Context: an optimization exercise on an open-source flow, tuned for small area and a short achievable clock period. The choices shown serve that exercise and are no tape-out recipe. RTL that was checked went through simulation tests only; none was proved equivalent to the original. Power and IR drop assume default switching activity.

== old ==
## bmp_filter
module bmp_filter
(
  input  logic       dut_if,
  input  logic       reset_ind,
  input  logic       in_valid,
  input  bmp_pkg::word_t      in_data,
  input  bmp_pkg::mode_t      mode,
  input  logic [7:0] proc_val,
  output logic       out_valid,
  output bmp_pkg::word_t      out_data,
  output logic       frame_done
);
  logic [4:0]  s;
  logic [29:0] cnt;       
  logic        lastf;     
  logic        thr;       
  logic        bri;       
  logic [9:0]  pv;        
  logic [31:0] h, t;
  logic        hv, tv;
  logic        h_pix, h_k0, h_k1;
  logic        t_pix, t_k0, t_k1;
  logic        cr;        
  logic pix, s0, s1, s01, last;
  assign pix  = s[4];
  assign s0   = (s == 5'd0);
  assign s1   = (s == 5'd1);
  assign s01  = (s[4:1] == 4'd0);          
  assign last = lastf && !s01;
  always_ff @(posedge dut_if) begin
    if (in_valid && s0) begin
      thr <= (mode == bmp_pkg::MODE_THRESHOLD);
      bri <= (mode == bmp_pkg::MODE_BRIGHTNESS);
      pv  <= {2'b00, proc_val};
    end else if (in_valid && s1 && thr) begin
      pv  <= ~(10'({pv[7:0], 1'b0}) + 10'(pv[7:0]) + 10'd2);
    end
  end
  logic        dec;
  logic [29:0] cnt_dec;
  always_comb begin
    logic [5:0] bz;
    logic       z;
    bz[0] = 1'b1;
    for (int k = 1; k < 6; k++) bz[k] = bz[k-1] && (cnt[6*(k-1) +: 6] == 6'd0);
    for (int k = 0; k < 5; k++) begin
      z = bz[k];
  ...
==> module bmp_filter, before the edit <==
module bmp_filter
(
  input  logic       dut_if,
  input  logic       reset_ind,
  input  logic       in_valid,
  input  bmp_pkg::word_t      in_data,
  input  bmp_pkg::mode_t      mode,
  input  logic [7:0] proc_val,
  output logic       out_valid,
  output bmp_pkg::word_t      out_data,
  output logic       frame_done
);
  logic [4:0]  s;
  logic [29:0] cnt;       
  logic        lastf;     
  logic        thr;       
  logic        bri;       
  logic [9:0]  pv;        
  logic [31:0] h, t;
  logic        hv, tv;
  logic        h_pix, h_k0, h_k1;
  logic        t_pix, t_k0, t_k1;
  logic        cr;        
  logic pix, s0, s1, s01, last;
  assign pix  = s[4];
  assign s0   = (s == 5'd0);
  assign s1   = (s == 5'd1);
  assign s01  = (s[4:1] == 4'd0);          
  assign last = lastf && !s01;
  always_ff @(posedge dut_if) begin
    if (in_valid && s0) begin
      thr <= (mode == bmp_pkg::MODE_THRESHOLD);
      bri <= (mode == bmp_pkg::MODE_BRIGHTNESS);
      pv  <= {2'b00, proc_val};
    end else if (in_valid && s1 && thr) begin
      pv  <= ~(10'({pv[7:0], 1'b0}) + 10'(pv[7:0]) + 10'd2);
    end
  end
  logic        dec;
  logic [29:0] cnt_dec;
  always_comb begin
    logic [5:0] bz;
    logic       z;
    bz[0] = 1'b1;
    for (int k = 1; k < 6; k++) bz[k] = bz[k-1] && (cnt[6*(k-1) +: 6] == 6'd0);
    for (int k = 0; k < 5; k++) begin
      z = bz[k];
      for (int i = 0; i < 6; i++) begin
        cnt_dec[6*k+i] = cnt[6*k+i] ^ (dec && z);
        z = z && !cnt[6*k+i];
      end
    end
  end
  always_ff @(posedge dut_if) begin
    dec <= in_valid && !s01;
    cnt[13:0]  <= s0 ? {in_data[7:0], in_data[15:10]} : cnt_dec[13:0];
    cnt[29:14] <= s1 ? {in_data[23:16], in_data[31:24]} : cnt_dec[29:14];
    if (in_valid) lastf <= !s01 && (cnt[29:3] == 27'd0) && (cnt[2:0] == {2'b10, dec});
    if (reset_ind) begin
      s <= 5'd0;
    end else if (in_valid) begin
      if (last)                    s <= 5'd0;
      else if (s == 5'd13)         s <= 5'b10000;
      else if (pix && s[1])        s <= 5'b10000;
      else                         s <= s + 5'd1;
    end
  end
  logic [1:0] n, held;
  logic       pop_now, pop_in, pop, h_ld, t_ld;
  assign n       = 2'(hv) + 2'(tv);
  assign held    = pix ? s[1:0] : 2'd0;
  assign pop_now = hv && (n > held);
  assign pop_in  = hv && pix && s[1];
  assign pop     = pop_now || (pop_in && in_valid);
  assign h_ld    = pop_now || !hv || (pop_in && in_valid);
  assign t_ld    = pop_now || !hv || !tv || (pop_in && in_valid);
  function automatic logic ge1024(input logic [10:0] x, input logic [10:0] y,
                                  input logic [10:0] z);
    logic [10:0] s1, c1;
    logic [11:0] tt;
    s1 = x ^ y ^ z;
    c1 = (x & y) | (x & z) | (y & z);
    tt = 12'(s1) + {c1, 1'b0};
    ge1024 = tt[10];
  endfunction
  logic [9:0] nl;
  assign nl = pv;
  logic [7:0]  t3, t2, t1, t0;
  logic [10:0] tv11;
  logic        tq, t_thr;
  logic [31:0] hin;
  assign {t3, t2, t1, t0} = t;
  always_comb begin
    logic [7:0]  m, qs, qc, vs, vc;
    m    = t_k0 ? t3 : t0;
    qs   = t2 ^ t1 ^ nl[7:0];
    qc   = (t2 & t1) | (t2 & nl[7:0]) | (t1 & nl[7:0]);
    tq   = ge1024({1'b0, nl[9:8], qs}, {2'b00, qc, 1'b0}, 11'(m));
    m    = t_k1 ? t1 : 8'd0;
    vs   = t0 ^ m ^ nl[7:0];
    vc   = (t0 & m) | (t0 & nl[7:0]) | (m & nl[7:0]);
    tv11 = {1'b0, nl[9:8], vs} + {2'b00, vc, 1'b0};
  end
  assign t_thr = thr && t_pix;
  assign hin   = t_thr ? {t[31:12], tq, tv11} : t;
  logic [31:0] tin;
  assign tin = {in_valid ? in_data[31:16] : 16'd0, in_data[15:0]};
  always_ff @(posedge dut_if) begin
    if (h_ld) begin
      h <= hin;
      {h_pix, h_k0, h_k1} <= {t_pix, t_k0, t_k1};
    end
    if (t_ld) begin
      t <= tin;
      {t_pix, t_k0, t_k1} <=
        {pix, pix && s[1:0] == 2'd0, pix && s[0]};
    end
    if (reset_ind) begin
      hv <= 1'b0;
      tv <= 1'b0;
    end else begin
      if (h_ld) hv <= tv;
      if (t_ld) tv <= in_valid;
    end
  end
  logic u, hq;
  assign hq = h[11];
  assign u  = ge1024(h[10:0], 11'(t[31:24]), 11'(h_k0 ? t[23:16] : 8'd0));
  logic [7:0]  pe;
  logic [31:0] odata;
  assign pe = (bri && h_pix) ? pv[7:0] : 8'd0;
  always_comb begin
    for (int j = 0; j < 4; j++) begin
      logic [8:0] sum;
      sum = 9'(h[8*j +: 8]) + 9'(pe);
      if (sum[8] != pe[7]) odata[8*j +: 8] = {8{sum[8]}};
      else                 odata[8*j +: 8] = sum[7:0];
    end
    if (thr && h_pix)
      odata = {{8{h_k0 ? hq : cr}}, {8{h_k1 ? cr : hq}}, {8{h_k1 ? u : hq}},
               {8{(h_k0 || h_k1) ? u : hq}}};
  end
  always_ff @(posedge dut_if) begin
    out_data <= odata;
    if (pop) cr <= u;
    if (reset_ind) begin
      out_valid  <= 1'b0;
      frame_done <= 1'b0;
    end else begin
      out_valid  <= pop;
      frame_done <= out_valid && s0 && !hv && !tv;
    end
  end
endmodule
Settings: LEC_CHECK=0, ABC_CLOCK_PERIOD_IN_PS=2500, CAP_MARGIN=20, CORE_MARGIN=2, CORE_UTILIZATION=40, CTS_BUF_LIST=sky130_fd_sc_hd__clkbuf_4 sky130_fd_sc_hd__clkbuf_8, SLEW_MARGIN=20; clock period 10.0 ns.
standard.sh (not shown) runs the stock make flow with config.mk's settings and CLKGATE_MAP_FILE= SYNTH_SCRIPT=/design/flow/synth_recipe.tcl, a recipe that flattens the netlist after the stock synthesis.
==> flow/flow/run.sh <==
#!/bin/bash
# Standard ORFS layout with two changes: ports are buffered with the
# smallest buffer (the resizer still upsizes where timing needs it), and
# repair_timing aims for 7 ns of setup slack, so that the achieved period
# is pushed well below the 10 ns clock.
set -euo pipefail
bash standard.sh 'BUFFER_PORTS_ARGS=-buffer_cell sky130_fd_sc_hd__buf_1' SETUP_SLACK_MARGIN=7 finish > standard_flow.log 2>&1
> inputs changed (old -> new)
==> flow/design.v, changed modules only <==
module bmp_filter
(
  input  logic       dut_if,
  input  logic       reset_ind,
  input  logic       in_valid,
  input  bmp_pkg::word_t      in_data,
  input  bmp_pkg::mode_t      mode,
  input  logic [7:0] proc_val,
  output logic       out_valid,
  output bmp_pkg::word_t      out_data,
  output logic       frame_done
);
  logic [4:0]  s;
  logic [29:0] cnt;       
  logic        lastf;     
  logic        thr;       
  logic        bri;       
  logic [9:0]  pv;        
  logic [31:0] h, t;
  logic        hv, tv;
  logic        h_pix, h_k0, h_k1, h_last;
  logic        t_pix, t_k0, t_k1, t_last;
  logic        cr;        
  logic        out_last;
  logic pix, s0, s1, s01, last;
  assign pix  = s[4];
  assign s0   = (s == 5'd0);
  assign s1   = (s == 5'd1);
  assign s01  = (s[4:1] == 4'd0);          
  assign last = lastf && !s01;
  always_ff @(posedge dut_if) begin
    if (in_valid && s0) begin
      thr <= (mode == bmp_pkg::MODE_THRESHOLD);
      bri <= (mode == bmp_pkg::MODE_BRIGHTNESS);
      pv  <= {2'b00, proc_val};
    end else if (in_valid && s1 && thr) begin
      pv  <= ~(10'({pv[7:0], 1'b0}) + 10'(pv[7:0]) + 10'd2);
    end
  end
  logic        dec;
  logic [29:0] cnt_dec;
  always_comb begin
    logic [5:0] bz;
    logic       z;
    bz[0] = 1'b1;
    for (int k = 1; k < 6; k++) bz[k] = bz[k-1] && (cnt[6*(k-1) +: 6] == 6'd0);
    for (int k = 0; k < 5; k++) begin
      z = bz[k];
      for (int i = 0; i < 6; i++) begin
        cnt_dec[6*k+i] = cnt[6*k+i] ^ (dec && z);
        z = z && !cnt[6*k+i];
      end
    end
  end
  always_ff @(posedge dut_if) begin
    dec <= in_valid && !s01;
    cnt[13:0]  <= s0 ? {in_data[7:0], in_data[15:10]} : cnt_dec[13:0];
    cnt[29:14] <= s1 ? {in_data[23:16], in_data[31:24]} : cnt_dec[29:14];
    if (in_valid) lastf <= !s01 && (cnt[29:3] == 27'd0) && (cnt[2:0] == {2'b10, dec});
    if (reset_ind) begin
      s <= 5'd0;
    end else if (in_valid) begin
      if (last)                    s <= 5'd0;
      else if (s == 5'd13)         s <= 5'b10000;
      else if (pix && s[1])        s <= 5'b10000;
      else                         s <= s + 5'd1;
    end
  end
  logic [1:0] n, held;
  logic       pop_now, pop_in, pop, h_ld, t_ld;
  assign n       = 2'(hv) + 2'(tv);
  assign held    = pix ? s[1:0] : 2'd0;
  assign pop_now = hv && (n > held);
  assign pop_in  = hv && pix && s[1];
  assign pop     = pop_now || (pop_in && in_valid);
  assign h_ld    = pop_now || !hv || (pop_in && in_valid);
  assign t_ld    = pop_now || !hv || !tv || (pop_in && in_valid);
  function automatic logic ge1024(input logic [10:0] x, input logic [10:0] y,
                                  input logic [10:0] z);
    logic [10:0] s1, c1;
    logic [11:0] tt;
    s1 = x ^ y ^ z;
    c1 = (x & y) | (x & z) | (y & z);
    tt = 12'(s1) + {c1, 1'b0};
    ge1024 = tt[10];
  endfunction
  logic [9:0] nl;
  assign nl = pv;
  logic [7:0]  t3, t2, t1, t0;
  logic [10:0] tv11;
  logic        tq, t_thr;
  logic [31:0] hin;
  assign {t3, t2, t1, t0} = t;
  always_comb begin
    logic [7:0]  m, qs, qc, vs, vc;
    m    = t_k0 ? t3 : t0;
    qs   = t2 ^ t1 ^ m;
    qc   = (t2 & t1) | (t2 & m) | (t1 & m);
    tq   = ge1024(11'(qs), {2'b00, qc, 1'b0}, 11'(nl));
    m    = t_k1 ? t1 : 8'd0;
    vs   = t0 ^ m ^ nl[7:0];
    vc   = (t0 & m) | (t0 & nl[7:0]) | (m & nl[7:0]);
    tv11 = {1'b0, nl[9:8], vs} + {2'b00, vc, 1'b0};
  end
  assign t_thr = thr && t_pix;
  assign hin   = t_thr ? {t[31:12], tq, tv11} : t;
  logic [31:0] tin;
  assign tin = {in_valid ? in_data[31:16] : 16'd0, in_data[15:0]};
  always_ff @(posedge dut_if) begin
    if (h_ld) begin
      h <= hin;
      {h_pix, h_k0, h_k1, h_last} <= {t_pix, t_k0, t_k1, t_last};
    end
    if (t_ld) begin
      t <= tin;
      {t_pix, t_k0, t_k1, t_last} <=
        {pix, pix && s[1:0] == 2'd0, pix && s[0], last};
    end
    if (reset_ind) begin
      hv <= 1'b0;
      tv <= 1'b0;
    end else begin
      if (h_ld) hv <= tv;
      if (t_ld) tv <= in_valid;
    end
  end
  logic ub, ul, hq;
  assign hq = h[11];
  assign ub = ge1024(h[10:0], 11'(t[31:24]), 11'(t[23:16]));
  assign ul = ge1024(h[10:0], 11'(t[31:24]), 11'd0);
  logic [7:0]  pe;
  logic [31:0] odata;
  assign pe = (bri && h_pix) ? pv[7:0] : 8'd0;
  always_comb begin
    for (int j = 0; j < 4; j++) begin
      logic [8:0] sum;
      sum = 9'(h[8*j +: 8]) + 9'(pe);
      if (sum[8] != pe[7]) odata[8*j +: 8] = {8{sum[8]}};
      else                 odata[8*j +: 8] = sum[7:0];
    end
    if (thr && h_pix)
      odata = {{8{h_k0 ? hq : cr}}, {8{h_k1 ? cr : hq}}, {8{h_k1 ? ul : hq}},
               {8{h_k0 ? ub : (h_k1 ? ul : hq)}}};
  end
  always_ff @(posedge dut_if) begin
    out_data <= odata;
    out_last <= h_last;
    if (pop) cr <= h_k0 ? ub : ul;
    if (reset_ind) begin
      out_valid  <= 1'b0;
      frame_done <= 1'b0;
    end else begin
      out_valid  <= pop;
      frame_done <= out_valid && out_last;
    end
  end
endmodule
--- outcome ---
- Flip-flop and latch count after synthesis was lower in the run labelled old.
- Looking only at minimum clock period, and setting everything else aside, the higher value of new and old goes to old.
- Synthesized area across new and old: no real change.
- Taking old as the reference, in new average instance area after synthesis now sits higher; via count decreased about 2%; setup slack after layout increased 140 ps; final instance area -about 0.9%.
- The critical path buffer and inverter count reported for new is greater than that of old by 3.
- Between old and new, the flow reports sequential power increasing by a few percent.
- On part of the cycle the worst path needs: new sits below old.
- Total wire length after detailed routing is higher on old
- Summary: with old as the reference, sum of met3 wire segment lengths after detailed routing in new moved up by a little under 10%.
The RTL of old was laid out without a check of its function.

==> what the ideal ports hide <==
In the flow no input, the clock included, has a driving cell. The finished layouts below were timed again as built, in two steps. Step 1 sets driving cells, clkbuf_16 on the clock port and buf_2 on the other inputs (assumed; they add their load-dependent delay and slew). Step 2 moves the port delays by t, midway between the first and last clock arrival at a register: inputs arrive t later, outputs are due t later. That takes back most of the time a late clock gives input paths. Slacks: no drivers / after step 1 / after step 2; pairs: no drivers / after step 1.
run | shift t [ns] | slack for setup (ns) | slew at the worst register clock pin (ns)
old | 0.510 | 6.856 / 6.856 / 6.584 | 0.10 / 0.10
new | 0.489 | 6.991 / 6.991 / 6.612 | 0.10 / 0.10
After both steps every run listed still meets setup and hold. The setup slack of new, which loses most, moves by 0.000 ns with the drivers and by -0.379 ns with both steps.
